This design comes from an exercise in tuning for small area and a short achievable clock period on the open sky130 flow, not from production work.
RTL that was checked went through simulation tests only; none was proved equivalent to the original.
No functional check of the RTL was part of run 1.
Power is estimated from default activity; no workload was simulated.

File: config.mk
export PLATFORM = sky130hd
export DESIGN_NAME = stub_stream_framer
export DESIGN_NICKNAME = stub_stream_framer
export VERILOG_FILES = /design/flow/design.v
export SDC_FILE = /design/flow/constraint.sdc
export NUM_CORES = 4
export LEC_CHECK = 0
export CAP_MARGIN = 20
export CORE_MARGIN = 2
export CORE_UTILIZATION = 55
export PLACE_DENSITY = 0.65
export SETUP_SLACK_MARGIN = 1.6
export SLEW_MARGIN = 20
File: constraint.sdc
create_clock -name core_clock -period 4.2 [get_ports {clk}]
set_input_delay 0.8400 -clock core_clock [delete_from_list [all_inputs] [get_ports {clk}]]
set_output_delay 0.8400 -clock core_clock [all_outputs]
set_load 0.01 [all_outputs]
File: design.v
module stub_stream_framer #(
    parameter int DEPTH = 64,
    parameter int AW    = 6
) (
    input  logic        clk,
    input  logic        reset,
    input  logic        new_event,
    input  logic [2:0]  BX,
    input  logic [47:0] in_dat,
    input  logic        in_valid,
    input  logic        in_none,
    output logic [47:0] out_dat,
    output logic        out_valid,
    input  logic        out_ready,
    output logic        out_last,
    output logic        busy,
    output logic [15:0] drop_cnt
);
    localparam int MD = DEPTH - 2;     
    typedef enum logic [1:0] {S_IDLE, S_HOLD, S_OPEN} state_t;
    state_t       state_reg;
    logic [1:0]   hold_reg;       
    logic         pend_reg;       
    logic [2:0]   cur_bx_reg;
    logic [11:0]  cnt_reg;
    logic         ovf_reg;
    logic [15:0]  drop_cnt_reg;
    logic         busy_reg;
    logic [AW:0]   count_reg;     
    logic [48:0]   mem [MD];
    logic [AW-1:0] wp_reg;
    logic [AW-1:0] rp_reg;
    logic [48:0]   stage_reg;
    logic          stage_v_reg;
    logic [48:0]   out_reg;
    logic          out_valid_reg;
    logic          wr_en;
    logic          wr_fire;
    logic          is_trl;
    logic          is_hdr;
    logic [47:0]   wr_word;
    logic          accept;
    logic          drop;
    logic          pop;
    logic          load_out;
    logic [AW-1:0] mcount_reg;    
    logic          m_nz_reg;      
    logic          m_full_reg;    
    logic          can_acc_reg;   
    logic          nfull_reg;     
    logic [AW-1:0] mcount_nxt;
    logic          mem_we;
    logic          rp_inc;
    logic          nxt_valid;
    logic [AW:0]   count_nxt;
    state_t        state_nxt;
    always_comb begin
        wr_en   = 1'b0;
        accept  = 1'b0;
        drop    = 1'b0;
        unique case (state_reg)
            S_HOLD: begin
                wr_en = new_event || (hold_reg == 2'd0);
            end
            S_OPEN: begin
                if (new_event || pend_reg) begin
                    wr_en = 1'b1;
                end else if (in_valid) begin
                    if (can_acc_reg) begin
                        wr_en  = 1'b1;
                        accept = 1'b1;
                    end else begin
                        drop = 1'b1;
                    end
                end else if (in_none) begin
                    wr_en = 1'b1;
                end
            end
            default: ;
        endcase
    end
    assign is_trl  = new_event || (state_reg == S_OPEN && (pend_reg || !in_valid));
    assign is_hdr  = (state_reg == S_HOLD);
    assign wr_word = is_trl ? {8'h5A, cur_bx_reg, ovf_reg, 24'b0, cnt_reg}
                   : is_hdr ? {8'hA5, cur_bx_reg, 37'b0}
                   : in_dat;
    assign wr_fire = wr_en && nfull_reg;
    assign pop      = out_valid_reg && out_ready;
    assign load_out = pop || !out_valid_reg;
    assign nxt_valid = m_nz_reg || stage_v_reg;
    assign mem_we   = stage_v_reg && !m_full_reg;
    assign rp_inc   = load_out && nxt_valid;
    always_comb begin
        count_nxt = count_reg;
        case ({wr_fire, pop})
            2'b10:   count_nxt = count_reg + (AW+1)'(1);
            2'b01:   count_nxt = count_reg - (AW+1)'(1);
            default: count_nxt = count_reg;
        endcase
    end
    always_comb begin
        mcount_nxt = mcount_reg;
        case ({mem_we, rp_inc})
            2'b10:   mcount_nxt = mcount_reg + AW'(1);
            2'b01:   mcount_nxt = mcount_reg - AW'(1);
            default: mcount_nxt = mcount_reg;
        endcase
    end
    always_comb begin
        state_nxt = state_reg;
        if (new_event) begin
            state_nxt = S_HOLD;
        end else begin
            unique case (state_reg)
                S_IDLE: ;
                S_HOLD: if (hold_reg == 2'd2) state_nxt = S_OPEN;
                S_OPEN: begin
                    if (pend_reg) state_nxt = S_IDLE;
                    else if (in_none && !in_valid) state_nxt = S_IDLE;
                end
                default: state_nxt = S_IDLE;
            endcase
        end
    end
    always_ff @(posedge clk) begin
        if (reset) begin
            state_reg    <= S_IDLE;
            hold_reg     <= 2'd0;
            pend_reg     <= 1'b0;
            cur_bx_reg   <= 3'd0;
            cnt_reg      <= 12'd0;
            ovf_reg      <= 1'b0;
            drop_cnt_reg <= 16'd0;
            busy_reg     <= 1'b0;
        end else begin
            state_reg <= state_nxt;
            busy_reg  <= (state_nxt != S_IDLE) || (count_nxt != '0);
            if (drop && drop_cnt_reg != 16'hFFFF) begin
                drop_cnt_reg <= drop_cnt_reg + 16'd1;
            end
            if (new_event) begin
                hold_reg   <= 2'd0;
                pend_reg   <= 1'b0;
                cur_bx_reg <= BX;
                cnt_reg    <= 12'd0;
                ovf_reg    <= 1'b0;
            end else begin
                unique case (state_reg)
                    S_IDLE: ;
                    S_HOLD: begin
                        if (hold_reg != 2'd2) begin
                            hold_reg <= hold_reg + 2'd1;
                        end
                    end
                    S_OPEN: begin
                        if (pend_reg) begin
                            pend_reg <= 1'b0;
                        end else begin
                            if (accept && cnt_reg != 12'hFFF) begin
                                cnt_reg <= cnt_reg + 12'd1;
                            end
                            if (drop) begin
                                ovf_reg <= 1'b1;
                            end
                            if (in_none && in_valid) begin
                                pend_reg <= 1'b1;
                            end
                        end
                    end
                    default: ;
                endcase
            end
        end
    end
    always_ff @(posedge clk) begin
        if (!(stage_v_reg && m_full_reg)) begin
            stage_reg <= {is_trl, wr_word};
        end
    end
    always_ff @(posedge clk) begin
        if (mem_we) begin
            mem[wp_reg] <= stage_reg;
        end
    end
    always_ff @(posedge clk) begin
        if (load_out) begin
            out_reg <= m_nz_reg ? mem[rp_reg] : stage_reg;
        end
    end
    always_ff @(posedge clk) begin
        if (reset) begin
            wp_reg        <= '0;
            rp_reg        <= '0;
            count_reg     <= '0;
            mcount_reg    <= '0;
            m_nz_reg      <= 1'b0;
            m_full_reg    <= 1'b0;
            can_acc_reg   <= 1'b1;
            nfull_reg     <= 1'b1;
            stage_v_reg   <= 1'b0;
            out_valid_reg <= 1'b0;
        end else begin
            count_reg   <= count_nxt;
            mcount_reg  <= mcount_nxt;
            m_nz_reg    <= (mcount_nxt != '0);
            m_full_reg  <= (mcount_nxt == AW'(MD));
            can_acc_reg <= (count_nxt <= (AW+1)'(DEPTH - 3));
            nfull_reg   <= (count_nxt != (AW+1)'(DEPTH));
            stage_v_reg <= wr_fire || (stage_v_reg && m_full_reg);
            if (mem_we) begin
                wp_reg <= (wp_reg == AW'(MD - 1)) ? '0 : wp_reg + AW'(1);
            end
            if (rp_inc) begin
                rp_reg <= (rp_reg == AW'(MD - 1)) ? '0 : rp_reg + AW'(1);
            end
            if (load_out) begin
                out_valid_reg <= nxt_valid;
            end
        end
    end
    assign out_dat   = out_reg[47:0];
    assign out_last  = out_reg[48];
    assign out_valid = out_valid_reg;
    assign busy      = busy_reg;
    assign drop_cnt  = drop_cnt_reg;
endmodule
File: run.sh
#!/bin/bash
# synth_recipe.tcl (not shown) runs the flow's synth.tcl, then flattens the netlist and writes it again
# the make line also repeats each setting of config.mk as NAME=value (left out here)
make -C /OpenROAD-flow-scripts/flow DESIGN_CONFIG=/design/flow/config.mk WORK_HOME=/design/flow/orfs CLKGATE_MAP_FILE= SYNTH_SCRIPT=/design/flow/synth_recipe.tcl finish
==> impl_metrics.toml, run 1 <==
[synth]
syn-num-nets = 5692
synth.ff_latch_count = 3211
synth-main-ff-cell = "edfxtp_1"
synth_seq_area_share_pct = 77.8
synth_top_cell_by_area = "edfxtp_1"
synth.top_cell.area_share_pct = 76.6
async_reset_ff_share_pct = 0
syn_avg_cell_area_um2 = 21.9
netlist_area_um2 = 123000
ys_types = 70
synth_edf_count = 3136
postSynthCellCount = 5614
yosys_warnings = 1
yosys-top-cells-area = "edfxtp_1 (77%), mux4_2 (14%), mux2i_1 (1.4%)"

[timing]
grt_setup_unrepaired = "yes"
finalSetupViolCount = 0
fin_crit_sh_pct = 70.4
fmax_ghz = 0.338
finClkSkew_ps = 72.6
worst_pin_slew_ps = 1130
hold_viol_final = 0
setup_tns_ps = 0
layout_setup_ws_ps = 1240
min_period_ps = 2960
slew_viol_final = 0
slew_headroom_pct = 24.4

[setup_path]
crit_type = "reg2reg"
worstPathCellList = "inv_4 -> buf_4 -> ha_4 -> nand3_4 -> ha_4 -> xor2_2 -> ha_2 -> buf_4 -> a21oi_2 -> xnor2_1 -> nor2_1 -> xnor2_1 -> or4_1 -> o32a_1"
startpoint_type = "flop"
cp_slowest_cell = "or4_1"
end_kind = "flop"
worstPathRequired_ps = 5060
reg2reg_depth = 14
cp.arrival_ps = 3810
cp_slowest_stage_delay_ps = 490
critical_path_peak_fanout = 4

[detailed_routing]
antenna_left = 0
vias = 62800
wl_per_cell_um = 34.9
drcViolationCount = 0
dr.pass1.iters = 5
via_per_inst = 6.55
drt_iter0_markers = 8514
wirelength_um = 335000

[final_layout]
final_common_cell = "edfxtp_1"
layout-drive-gt1-share_pct = 33.5
largest_reg_flops = 3038
fin_nets = 6454
final_cell_mix = "edfxtp_1 (3136), mux4_2 (749), clkbuf_16 (353)"
area.growth.synth_to_final_pct = 19.5
fin_util_pct = 66.1

[power_and_ir_drop]
power_w = 0.0808
leakage_nw = 46.0
power.density_nw_per_um2 = 550
ir_drop_mv = 0.519

[floorplan]
core_area_um2 = 222000
ios = 124
start_util_pct = 55.3
fp.dieW_um = 477
die_h_um = 477
dieArea_um2 = 227000
rows = 173

[clock_network]
numCtsBuffers = 333
clk_latency_ps = 970
cts_root_buffer = "clkbuf_16"
holdBufCountCts = 0
clkTransAtPathRegs_ps = 60
clockBufferDepth = 4
cts_max_level = 5
clock_sinks = 3211
cts_tree = "yes"

[placed_design]
port_buffers = 123
pre_cts_slack_ps = 35.1
dp_hpwl_um = 179000
gp_congestion = 0.808

[flow_run]
max_cap_viol_count = 0

[global_routing]
grt_usage_pct = 29.4
grt_pass1_wl_um = 470000
grt_max_degree = 64
antenna_found_initial = 9
grt_pass1_vias = 63200
grt-ovfl-total = 0

[worst_hold_path]
hold_depth = 2
hp-class = "in2reg"

[status]
status = "no timing/DRC/antenna violations"
kinds of logic (layout without fill, tap and decap cells):
kind of cell,Yosys count,in the layout,synth area share (%)
compound gates,463,463,2.43
xor+xnor,42,42,0.299
fa+ha+maj,21,21,0.220
buf+inv,329,1326,1.23
flops,3211,3211,77.8
mux,1004,1004,15.9
other cells,0,7,0
simple gates,544,544,2.14
layer usage:
layer | global-route usage (%) | wire length [um] | vias to the layer above
li1 | - | - | 25200
met2 | 47.0 | 164000 | 3567
met5 | 0 | 34 | -
met4 | 9.21 | 11000 | 4
met3 | 5.57 | 33200 | 556
met1 | 41.6 | 127000 | 33500
synthesized netlist by cell type, types with 32 or more instances:
cell type,number
edfxtp_1,3136
buf_4,32
a21oi_1,61
nor2_1,165
mux4_2,749
clkbuf_1,127
and2_1,33
mux2_2,67
a22oi_1,60
buf_2,112
nand3_1,71
mux2i_1,176
o21ai_1,53
nand2_1,109
nor3_1,38
dfxtp_1,75
o21ai_0,69
o22ai_1,78
a211oi_1,47
path summary, 6_finish.rpt:
path                            slack [ps]    startpoint                to
worst max-delay path                  1240  state_reg[0]       can_acc_reg
worst min-delay path                   350         reset  drop_cnt_reg[14]
worst max register to register        1240  state_reg[0]       can_acc_reg
worst min register to register         460       ovf_reg           ovf_reg
through the flow:
stage | instance area [um^2] | instances | hold slack (ps)
2_1_floorplan | 123000 | 5614 | 427
3_3_place_gp | 130000 | 8723 | 440
3_5_place_dp | 131000 | 8725 | 448
4_1_cts | 145000 | 9488 | 301
5_1_grt | 147000 | 9591 | 328
6_report | 147000 | 9593 | 351
final cells by class:
type / instances / area, um^2
fillers: 14200 / 75400
repair buffers: 729 / 9290
flip-flops and latches: 3211 / 95700
inverters: 27 / 130
diodes: 7 / 17.5
well taps: 2975 / 3720
clock inverters: 165 / 1420
multi-input cells: 2074 / 27800
clock buffers: 405 / 8790
critical path: cells and delay by family, from the launching register on:
family	cells	cell delay, ps
fa+ha+maj	3	670
flops	1	370
buf+inv	3	310
xor+xnor	3	440
compound gates	2	400
simple gates	3	650
power breakdown:
part	internal, W	switching, W	total (W)
logic	0.00897	0.00745	0.0164
registers	0.0357	0.000547	0.0362
clock network	0.0164	0.0118	0.0281
repair_timing:
action	in CTS	in global routing
setup buffers	153	73
pin swaps	73	94
endpoints found under the setup margin	1630	662
gates resized for setup	488	200
cloned	40	13
==> run 2, diff against run 1 <==
--- a/design.v
+++ b/design.v
@@ -44,10 +44,7 @@
     logic          pop;
     logic          load_out;
-    logic [AW-1:0] mcount_reg;    
-    logic          m_nz_reg;      
-    logic          m_full_reg;    
-    logic          can_acc_reg;   
-    logic          nfull_reg;     
-    logic [AW-1:0] mcount_nxt;
+    logic [AW:0]   mcount;        
+    logic          m_nz;
+    logic          m_full;
     logic          mem_we;
     logic          rp_inc;
@@ -67,5 +64,5 @@
                     wr_en = 1'b1;
                 end else if (in_valid) begin
-                    if (can_acc_reg) begin
+                    if (count_reg <= (AW+1)'(DEPTH - 3)) begin
                         wr_en  = 1'b1;
                         accept = 1'b1;
@@ -85,9 +82,12 @@
                    : is_hdr ? {8'hA5, cur_bx_reg, 37'b0}
                    : in_dat;
-    assign wr_fire = wr_en && nfull_reg;
+    assign wr_fire = wr_en && (count_reg != (AW+1)'(DEPTH));
+    assign mcount   = count_reg - (AW+1)'(out_valid_reg) - (AW+1)'(stage_v_reg);
+    assign m_nz     = (mcount != '0);
+    assign m_full   = (mcount == (AW+1)'(MD));
     assign pop      = out_valid_reg && out_ready;
     assign load_out = pop || !out_valid_reg;
-    assign nxt_valid = m_nz_reg || stage_v_reg;
-    assign mem_we   = stage_v_reg && !m_full_reg;
+    assign nxt_valid = m_nz || stage_v_reg;
+    assign mem_we   = stage_v_reg && !m_full;
     assign rp_inc   = load_out && nxt_valid;
     always_comb begin
@@ -97,12 +97,4 @@
             2'b01:   count_nxt = count_reg - (AW+1)'(1);
             default: count_nxt = count_reg;
-        endcase
-    end
-    always_comb begin
-        mcount_nxt = mcount_reg;
-        case ({mem_we, rp_inc})
-            2'b10:   mcount_nxt = mcount_reg + AW'(1);
-            2'b01:   mcount_nxt = mcount_reg - AW'(1);
-            default: mcount_nxt = mcount_reg;
         endcase
     end
@@ -174,5 +166,5 @@
     end
     always_ff @(posedge clk) begin
-        if (!(stage_v_reg && m_full_reg)) begin
+        if (!(stage_v_reg && m_full)) begin
             stage_reg <= {is_trl, wr_word};
         end
@@ -185,5 +177,5 @@
     always_ff @(posedge clk) begin
         if (load_out) begin
-            out_reg <= m_nz_reg ? mem[rp_reg] : stage_reg;
+            out_reg <= m_nz ? mem[rp_reg] : stage_reg;
         end
     end
@@ -193,19 +185,9 @@
             rp_reg        <= '0;
             count_reg     <= '0;
-            mcount_reg    <= '0;
-            m_nz_reg      <= 1'b0;
-            m_full_reg    <= 1'b0;
-            can_acc_reg   <= 1'b1;
-            nfull_reg     <= 1'b1;
             stage_v_reg   <= 1'b0;
             out_valid_reg <= 1'b0;
         end else begin
             count_reg   <= count_nxt;
-            mcount_reg  <= mcount_nxt;
-            m_nz_reg    <= (mcount_nxt != '0);
-            m_full_reg  <= (mcount_nxt == AW'(MD));
-            can_acc_reg <= (count_nxt <= (AW+1)'(DEPTH - 3));
-            nfull_reg   <= (count_nxt != (AW+1)'(DEPTH));
-            stage_v_reg <= wr_fire || (stage_v_reg && m_full_reg);
+            stage_v_reg <= wr_fire || (stage_v_reg && m_full);
             if (mem_we) begin
                 wp_reg <= (wp_reg == AW'(MD - 1)) ? '0 : wp_reg + AW'(1);
--- a/config.mk
+++ b/config.mk
@@ -8,6 +8,4 @@
 export CAP_MARGIN = 20
 export CORE_MARGIN = 2
-export CORE_UTILIZATION = 55
-export PLACE_DENSITY = 0.65
-export SETUP_SLACK_MARGIN = 1.6
+export CORE_UTILIZATION = 40
 export SLEW_MARGIN = 20
==> run 2 against run 1 <==
  * Core utilization is 19 points lower
  * Flip-flop and latch count is 10 lower
  * Worst setup slack worse by 1200 ps
  * Non-clock buffer count is 81 lower
==> impl_metrics.toml, run 2 <==
[clock_network]
clk_latency_ps = 970
numCtsBuffers = 341
clockBufferDepth = 4
clock_sinks = 3201
cts_root_buffer = "clkbuf_16"
cts_tree = "yes"
clkTransAtPathRegs_ps = 60
cts_max_level = 5

[detailed_routing]
drt_iter0_markers = 8220
dr.pass1.iters = 8
wl_per_cell_um = 29.6
wirelength_um = 325000
via_per_inst = 5.73
vias = 62900
antenna_left = 0
drcViolationCount = 0

[setup_path]
cp-endpoint = "mem[49][43]"
reg2reg_depth = 13
critical_path_peak_fanout = 22
cpLargestDelayFamily = "simple AND/OR/NAND/NOR gates"
end_kind = "flop"
cp_slowest_cell = "fa_1"
critPathBufInv = 5
cp.arrival_ps = 4790
path_depth = 13
worstPathRequired_ps = 4880
critPathLaunch = "out_valid_reg"
worstReg2RegStart = "out_valid_reg"
crit_type = "reg2reg"
r2r_slack_ps = 90
cp_slowest_stage_delay_ps = 570
startpoint_type = "flop"
worstReg2RegEnd = "mem[49][43]"
crit_path_frequent_cell = "buf_4"
worstPathCellList = "fa_1 -> inv_1 -> ha_2 -> or4b_4 -> or3_1 -> a221o_1 -> or2_1 -> nand4_1 -> buf_4 -> buf_4 -> nor2_4 -> buf_4 -> buf_12"

[final_layout]
final_cell_mix = "edfxtp_1 (3136), mux4_2 (602), buf_4 (402)"
area.growth.synth_to_final_pct = 17.4
final_cells = 11000
fin_nets = 6696
fillers = 25300
fin_area_um2 = 145000
regArea_um2 = 95500
multiInputGateArea_um2 = 26900
layout-drive-gt1-share_pct = 25.4
largest_reg_flops = 3038
final_common_cell = "edfxtp_1"

[timing]
worst_pin_slew_ps = 1150
finalSetupViolCount = 0
holdWs_ps = 500
fmax_ghz = 0.243
finClkSkew_ps = 37.6
fin_crit_sh_pct = 97.9
grt_setup_unrepaired = "no"
slew_headroom_pct = 23.0
hold_viol_final = 0
min_period_ps = 4110
slew_viol_final = 0
setup_tns_ps = 0
layout_setup_ws_ps = 88.0

[synth]
yosys_warnings = 1
ys_types = 75
postSynthCellCount = 5969
netlist_area_um2 = 123000
synth-main-ff-cell = "edfxtp_1"
syn_avg_cell_area_um2 = 20.7
synth_common_cells = "edfxtp_1 (3136), mux4_2 (602), mux2i_1 (373)"
yosysMostFrequentCell = "edfxtp_1"
synth_seq_area_share_pct = 77.4
synth.top_cell.area_share_pct = 76.3
synth_edf_count = 3136
yosys-top-cells-area = "edfxtp_1 (76%), mux4_2 (11%), mux2i_1 (3.0%)"
async_reset_ff_share_pct = 0
synth.ff_latch_count = 3201
synth_top_cell_by_area = "edfxtp_1"
syn-num-nets = 6045

[global_routing]
grt_util_met3_pct = 4.45
grt_pass1_vias = 62400
grt_pass1_wl_um = 463000
use_met1_pct = 30.0
grt_busiest_layer = "met2"
antenna_found_initial = 18
grt_usage_pct = 20.4
grt_use_met2_pct = 31.1
grt-ovfl-total = 0
grt_max_degree = 83

[floorplan]
fp.dieW_um = 559
dieArea_um2 = 313000
die_h_um = 559
rows = 203
start_util_pct = 40.3
core_area_um2 = 306000
ios = 124

[status]
status = "no timing/DRC/antenna violations"

[placed_design]
port_buffers = 123
gp_congestion = 0.847
pre_cts_slack_ps = -304
dpl_cell_area_um2 = 134000
dp.cells = 10400
dp_hpwl_um = 204000

[flow_run]
max_cap_viol_count = 0

[power_and_ir_drop]
ir_drop_mv = 0.313
leakage_nw = 44.5
power.density_nw_per_um2 = 531

[worst_hold_path]
hp-class = "reg2reg"
-- run 2: stage by stage --
stage / util, % / power [W]
4_1_cts: 47.2 / 0.0775
6_report: 47.3 / 0.0769
2_1_floorplan: - / 0.0438
5_1_grt: 47.3 / 0.0793
3_3_place_gp: 43.8 / 0.0489
3_5_place_dp: 43.8 / 0.0489
-- run 2: routing by layer --
layer  part of all wire (%)  wire [um]  vias up
met5                  0.011         37        -
met3                    9.1      29700      391
met1                     42     138000    33500
met2                     46     150000     2756
met4                    2.1       6830        6
li1                       -          -    26200
-- run 2: report_power, final --
part           total [W]  internal, W  switching (W)
Combinational     0.0118      0.00543        0.00640
Sequential        0.0363       0.0356       0.000709
Clock             0.0287       0.0168         0.0119
-- run 2: worst reg2reg max path: stages, from the launching register on --
cell and delay [ps]:
dfxtp_1 330, fa_1 570, inv_1 50, ha_2 170, or4b_4 510, or3_1 350
a221o_1 350, or2_1 390, nand4_1 170, buf_4 190, buf_4 260, nor2_4 60
buf_4 210, buf_12 210
-- run 2: cell families after synthesis --
family                   share of synthesized area, %
adder cells (fa/ha/maj)                         0.199
AO/OA/AOI/OAI                                    3.66
multiplexers                                     14.5
XOR/XNOR                                        0.291
flip-flops                                       77.4
buffers and inverters                            1.29
AND/OR/NAND/NOR                                  2.65
-- run 2: worst min-delay path by stage --
stage / cells after the start / to / slack, ps / startpoint
floorplan: 2 / ovf_reg / 440 / ovf_reg
global placement: 2 / flop / 470 / rp_reg[5]
detailed placement: 2 / flop / 480 / rp_reg[5]
CTS: 3 / pend_reg / 440 / in_none
global route: 2 / stage_reg[30] / 500 / in_dat[30]
finish: 2 / flop / 500 / rp_reg[5]
-- run 2: repair_timing --
action / 4_1_cts / 5_1_grt
setup endpoints to repair: 0 / 134
hold buffers: 0 / 0
setup buffers: 0 / 9
resized for setup: 0 / 2
-- run 2: cell type report --
cell class	instances	share of cell area, %
Timing Repair Buffer	648	4.62
Multi-Input combinational cell	2409	18.6
Clock inverter	176	1.02
Tap cell	4100	3.54
Clock buffer	418	6.23
Antenna cell	7	0.0121
Inverter	19	0.0501
Sequential cell	3201	66.0

[separate check: timing with driven ports]
The flow's constraints put no driver on any port. The routed layouts listed below were extracted and timed again, unchanged, in two steps. Step 1, drivers: a clkbuf_16 drives clk and a buf_2 each remaining input, both assumed. Step 2 also shifts input and output timing later by t, the mid clock arrival at the registers, as if the neighbouring blocks saw the same clock. Three values: no drivers, after step 1, after step 2; two values: the first two.
run | t (ns) | setup WS [ns] | worst setup path after step 2 | cell pins on the clock port's net
run 1 | 1.040 | 1.244 / 1.244 / 0.296 | input to register | 1
run 2 | 1.035 | 0.088 / 0.088 / -0.356 | input to register | 1
Met with ideal ports but missed after step 2: setup timing in run 2. For run 1, which loses most, drivers alone change the setup slack by 0.000 ns; drivers and shift together by -0.948 ns.
